This is an optimization exercise on Yosys and OpenROAD, whose aim is small area, not a production implementation.
Only simulation tests tie the RTL to the original design; equivalence was not proved.
Power is estimated from default activity; no workload was simulated.

run A:
## chrom_fitness_evaluator
module chrom_fitness_evaluator #(
  parameter int NUM_VECTORS  = 16,
  parameter int IN_WIDTH     = 8,
  parameter int OUT_WIDTH    = 8,
  parameter int SUM_WIDTH    = 32,
  parameter int SETTLE_WIDTH = 16,
  parameter int REPEAT_WIDTH = 8
) (
  input  logic                             iClock,
  input  logic                             iReset_n,
  input  logic [NUM_VECTORS*IN_WIDTH-1:0]  iInputSequence,
  input  logic [NUM_VECTORS*OUT_WIDTH-1:0] iExpectedOutput,
  input  logic [NUM_VECTORS*OUT_WIDTH-1:0] iValidOutput,
  input  logic [SETTLE_WIDTH-1:0]          iSettleCycles,
  input  logic [REPEAT_WIDTH-1:0]          iRepeatCount,
  input  logic                             iStartProcessing,
  input  logic                             iDoneProcessingFeedback,
  input  logic                             iStall,
  input  logic [OUT_WIDTH-1:0]             iCircuitOutput,
  output logic [IN_WIDTH-1:0]              oCircuitInput,
  output logic                             oReadyToProcess,
  output logic                             oDoneProcessing,
  output logic [OUT_WIDTH*SUM_WIDTH-1:0]   oErrorSums,
  output logic [2:0]                       oState
);
For scale: ~540 flip-flops, about 21000 um2 of cells after synthesis.
clock: 5.0 ns
lec_check: 0
cap_margin: 20
core_area: 8 8 192 192
die_area: 0 0 200 200
gpl_timing_driven: 0
slew_margin: 20
synth_hierarchical: 1
standard.sh (not shown) runs the stock make flow with config.mk's settings and CLKGATE_MAP_FILE= SYNTH_SCRIPT=/design/flow/synth_recipe.tcl, a recipe that flattens the netlist after the stock synthesis.
==> flow/flow/run.sh <==
#!/bin/bash
set -euo pipefail
bash standard.sh \
  "BUFFER_PORTS_ARGS=-buffer_cell sky130_fd_sc_hd__buf_1" \
  "CTS_ARGS=-sink_clustering_enable -repair_clock_nets -buf_list sky130_fd_sc_hd__clkbuf_8 -sink_clustering_size 16 -sink_clustering_max_diameter 60 -dont_use_dummy_load" \
  "SKIP_REPAIR_TIE_FANOUT=1" \
  "REMOVE_ABC_BUFFERS=1" \
  finish > standard.log 2>&1
Run A: PASS, flow complete, no timing, DRC or antenna violations
Modified inputs, run B compared to run A
Settings: clearing GPL_TIMING_DRIVEN, which used to be 0.
--- a/flow/flow/run.sh
+++ b/flow/flow/run.sh
@@ -6,3 +6,2 @@
   "SKIP_REPAIR_TIE_FANOUT=1" \
-  "REMOVE_ABC_BUFFERS=1" \
   finish > standard.log 2>&1
Notes after the runs:
The higher worst supply voltage drop on vdd came out of run B. The combinational power share reported for run B is smaller than that of run A by 1.1 points. Side by side, total chip power turned out lower in run B than in run A. Compared with run A, in run B final-layout clock-cell area share has remained practically unchanged, global-route wire length before repair +4.3%, combinational power moved down, data required time of the critical path fell 0.06 ns. Internal power component: run B < run A. The higher clock network latency to the later pin of the worst-skew pair of run B and run A is in run B. The share of total power in the clock network reported for run B is greater than that of run A by 0.2 points. Run A ended up with sky130_fd_sc_hd__and3_2 as its cell with the largest stage delay on the worst path; run B ended up with sky130_fd_sc_hd__and3_1. Between run B and run A, post-route cell area is lower for run B, run A comes in above that.
#### Input delta (run C over run B)
--- a/flow/flow/run.sh
+++ b/flow/flow/run.sh
@@ -6,2 +6,3 @@
   "SKIP_REPAIR_TIE_FANOUT=1" \
+  "REMOVE_ABC_BUFFERS=1" \
   finish > standard.log 2>&1
==> comparison <==
- As far as clock network fraction of design power is concerned, run B and run C perform about the same.
- [compare] base=run B new=run C: non-clock buffer count now sits lower; top-level I/O count now sits at about the same level.
- Worst hold margin: run C better than run B
- Relative to run B, global-route usage has decreased by 0.99 points in run C.
- [diff] vias after detailed routing, run C relative to run B: improvement
- Row signed area change from the synthesized netlist to the final layout: run C higher / run B lower


== job 6334 ==
chrom_fitness_evaluator, a different RTL version from the one above (not shown whole).
Size: about 1400 cells after synthesis, about 540 flip-flops, roughly 690 I/O pins, roughly 21000 um^2 of cells after synthesis.
## chrom_fitness_evaluator
module chrom_fitness_evaluator #(
  parameter int NUM_VECTORS  = 16,
  parameter int IN_WIDTH     = 8,
  parameter int OUT_WIDTH    = 8,
  parameter int SUM_WIDTH    = 32,
  parameter int SETTLE_WIDTH = 16,
  parameter int REPEAT_WIDTH = 8
) (
  input  logic                             iClock,
  input  logic                             iReset_n,
  input  logic [NUM_VECTORS*IN_WIDTH-1:0]  iInputSequence,
  input  logic [NUM_VECTORS*OUT_WIDTH-1:0] iExpectedOutput,
  input  logic [NUM_VECTORS*OUT_WIDTH-1:0] iValidOutput,
  input  logic [SETTLE_WIDTH-1:0]          iSettleCycles,
  input  logic [REPEAT_WIDTH-1:0]          iRepeatCount,
  input  logic                             iStartProcessing,
  input  logic                             iDoneProcessingFeedback,
  input  logic                             iStall,
  input  logic [OUT_WIDTH-1:0]             iCircuitOutput,
  output logic [IN_WIDTH-1:0]              oCircuitInput,
  output logic                             oReadyToProcess,
  output logic                             oDoneProcessing,
  output logic [OUT_WIDTH*SUM_WIDTH-1:0]   oErrorSums,
  output logic [2:0]                       oState
);
clock: 5.0 ns
lec_check: 0
cap_margin: 20
core_area: 8 8 192 192
die_area: 0 0 200 200
slew_margin: 20
synth_hierarchical: 1
==> flow/flow/run.sh <==
#!/bin/bash
set -euo pipefail
bash standard.sh \
  "BUFFER_PORTS_ARGS=-buffer_cell sky130_fd_sc_hd__buf_1" \
  "CTS_ARGS=-sink_clustering_enable -repair_clock_nets -buf_list sky130_fd_sc_hd__clkbuf_8 -sink_clustering_size 20 -sink_clustering_max_diameter 50 -dont_use_dummy_load" \
  "SKIP_REPAIR_TIE_FANOUT=1" \
  finish > standard.log 2>&1
Modified inputs, job 363 compared to job 6334
==> flow/flow/run.sh <==
#!/bin/bash
set -euo pipefail
bash standard.sh \
  "BUFFER_PORTS_ARGS=-buffer_cell sky130_fd_sc_hd__buf_1" \
  "CTS_ARGS=-sink_clustering_enable -repair_clock_nets -buf_list sky130_fd_sc_hd__clkbuf_8 -sink_clustering_size 16 -sink_clustering_max_diameter 60 -dont_use_dummy_load" \
  finish > standard.log 2>&1
[summary]
- Proportion of power drawn by combinational gates ended up 0.4 points lower on job 363 than on job 6334.
- Taking job 6334 as the reference point, the power of job 363 falls by 0.15 mW.
- Diff job 363 and job 6334: power of the combinational group lower in job 363
- Relative to job 6334, average via count per standard cell decreased by 5.0% in job 363.
### job 363 -> job 6406
Settings: GPL_TIMING_DRIVEN newly set to 0.
--- a/flow/flow/run.sh
+++ b/flow/flow/run.sh
@@ -4,3 +4,4 @@
   "BUFFER_PORTS_ARGS=-buffer_cell sky130_fd_sc_hd__buf_1" \
   "CTS_ARGS=-sink_clustering_enable -repair_clock_nets -buf_list sky130_fd_sc_hd__clkbuf_8 -sink_clustering_size 16 -sink_clustering_max_diameter 60 -dont_use_dummy_load" \
+  "SKIP_REPAIR_TIE_FANOUT=1" \
   finish > standard.log 2>&1
--- outcome ---
Comparing job 6406 and job 363, first-pass GRT wire length is lower on job 363.
Between job 6406 and job 363, the via count is higher for job 6406.
Relative to job 363, sequential share of layout area decreased by 1.7 points in job 6406.
Of job 6406 and job 363, the run reporting the higher global-route usage was job 6406.
The number of standard cells in the final layout excluding fillers of job 6406 and that of job 363 are within noise of each other.
Job 6406 ends up with a total of plain and repair buffers excluding clock buffers that is 151 higher than in job 363.
In the reports for job 6406 and job 363, the smaller post-route worst setup slack belongs to job 6406.
On number of setup violations in the final report, job 6406 and job 363 are neck and neck.
Comparing maximum resistive drop on vdd for job 6406 and job 363, the bigger number came from job 6406.
> inputs changed (job 6406 -> job 206)
Settings: clearing GPL_TIMING_DRIVEN, which used to be 0.
==> flow/flow/run.sh <==
#!/bin/bash
set -euo pipefail
bash standard.sh \
  "BUFFER_PORTS_ARGS=-buffer_cell sky130_fd_sc_hd__buf_1" \
  "CTS_ARGS=-sink_clustering_enable -repair_clock_nets -buf_list sky130_fd_sc_hd__clkbuf_16 -sink_clustering_size 28 -sink_clustering_max_diameter 80 -dont_use_dummy_load" \
  "SKIP_REPAIR_TIE_FANOUT=1" \
  finish > standard.log 2>&1
[summary]
- Looking at maximum fanout encountered on the critical timing path, job 206 sits 15 below job 6406.
- Compare job 6406 and job 206 | number of iterations in the first detailed-routing pass lower: job 206
- Comparing job 206 against job 6406, there is no change at all in die outline height.
- Maximum number of pins on one net before global-route repair, job 206 vs job 6406: down by more than a quarter
- Between job 206 and job 6406, the distinct cell type count of the synthesized netlist figures differ only marginally.
- Job 206 ends up with a portion of the clock cycle consumed by the worst path in the final layout that is 1.0 points higher than in job 6406.
- Looking at area growth from synthesis to layout, job 206 sits below job 6406.


Starting RTL as in the previous note.
export LEC_CHECK = 0
export CAP_MARGIN = 20
export CORE_AREA = 8 8 192 192
export DIE_AREA = 0 0 200 200
export PLACE_DENSITY = 0.9
export SLEW_MARGIN = 20
export SYNTH_HIERARCHICAL = 1
create_clock -name core_clock -period 5.0 [get_ports {iClock}]
==> flow/flow/run.sh <==
#!/bin/bash
set -euo pipefail
bash standard.sh \
  "BUFFER_PORTS_ARGS=-buffer_cell sky130_fd_sc_hd__buf_1" \
  "CTS_ARGS=-sink_clustering_enable -repair_clock_nets -buf_list sky130_fd_sc_hd__clkbuf_8 -sink_clustering_size 16 -sink_clustering_max_diameter 60 -dont_use_dummy_load" \
  "SKIP_REPAIR_TIE_FANOUT=1" \
  finish > standard.log 2>&1
Rerun with:
- PLACE_DENSITY: 0.9 -> default
=> The new run completed with no timing, DRC or antenna violations. Global-route usage stays flat. Routed wire length decreases by 1.1%. Total power decreases by 1.0%. Flip-flop and latch count stays the same. Cell count stays flat. Non-clock buffer count decreases by 2. Setup slack gains 0.086 ns. Area after synthesis does not change. Utilization barely changes. Sequential power decreases by about 1%.
Rerun with:
==> flow/flow/run.sh (replaced) <==
#!/bin/bash
set -euo pipefail
bash standard.sh \
  "BUFFER_PORTS_ARGS=-buffer_cell sky130_fd_sc_hd__buf_1" \
  "CTS_ARGS=-sink_clustering_enable -repair_clock_nets -buf_list sky130_fd_sc_hd__clkbuf_8 -sink_clustering_size 24 -sink_clustering_max_diameter 45 -dont_use_dummy_load" \
  "SKIP_REPAIR_TIE_FANOUT=1" \
  finish > standard.log 2>&1
What happened:
- clock power went up by about 7%
- via count barely changes
- non-clock buffer count does not change
- worst setup slack gets worse by 0.14 ns

==> static timing again, ports no longer ideal <==
The results above use ideal ports. As a check the final layouts listed here were re-extracted and re-timed, cells and wires unchanged.
Step 1: set_driving_cell puts a clkbuf_16 on iClock and a buf_2 on each other input, an assumption about the parent block.
Step 2 also shifts input and output timing later by t, the mid clock arrival at the registers, as if the neighbouring blocks saw the same clock.
Slacks: ideal / step 1 / step 2; pairs: ideal / step 1.
| run | shift t [ns] | slack for setup (ns) | worst hold slack (ns) |
|---|---|---|---|
| run A | 0.597 | 0.752 / 0.752 / 0.752 | 0.443 / 0.421 / 0.455 |
| run B | 0.623 | 0.656 / 0.656 / 0.656 | 0.407 / 0.390 / 0.445 |
| run C | 0.617 | 0.693 / 0.693 / 0.693 | 0.449 / 0.431 / 0.454 |
| job 6334 | 0.613 | 0.301 / 0.301 / 0.301 | 0.451 / 0.451 / 0.451 |
| job 363 | 0.600 | 0.310 / 0.310 / 0.310 | 0.454 / 0.454 / 0.454 |
| job 6406 | 0.599 | 0.296 / 0.296 / 0.250 | 0.435 / 0.435 / 0.435 |
| job 206 | 0.607 | 0.245 / 0.245 / 0.245 | 0.458 / 0.458 / 0.458 |
| the first run of note 3 | 0.581 | 0.216 / 0.216 / 0.216 | 0.457 / 0.457 / 0.457 |
| the second run of note 3 | 0.615 | 0.302 / 0.302 / 0.302 | 0.453 / 0.453 / 0.453 |
| the third run of note 3 | 0.643 | 0.166 / 0.166 / 0.166 | 0.453 / 0.453 / 0.453 |
After both steps every run listed still meets setup and hold. The setup slack of job 6406, which loses most, moves by 0.000 ns with the drivers and by -0.046 ns with both steps.
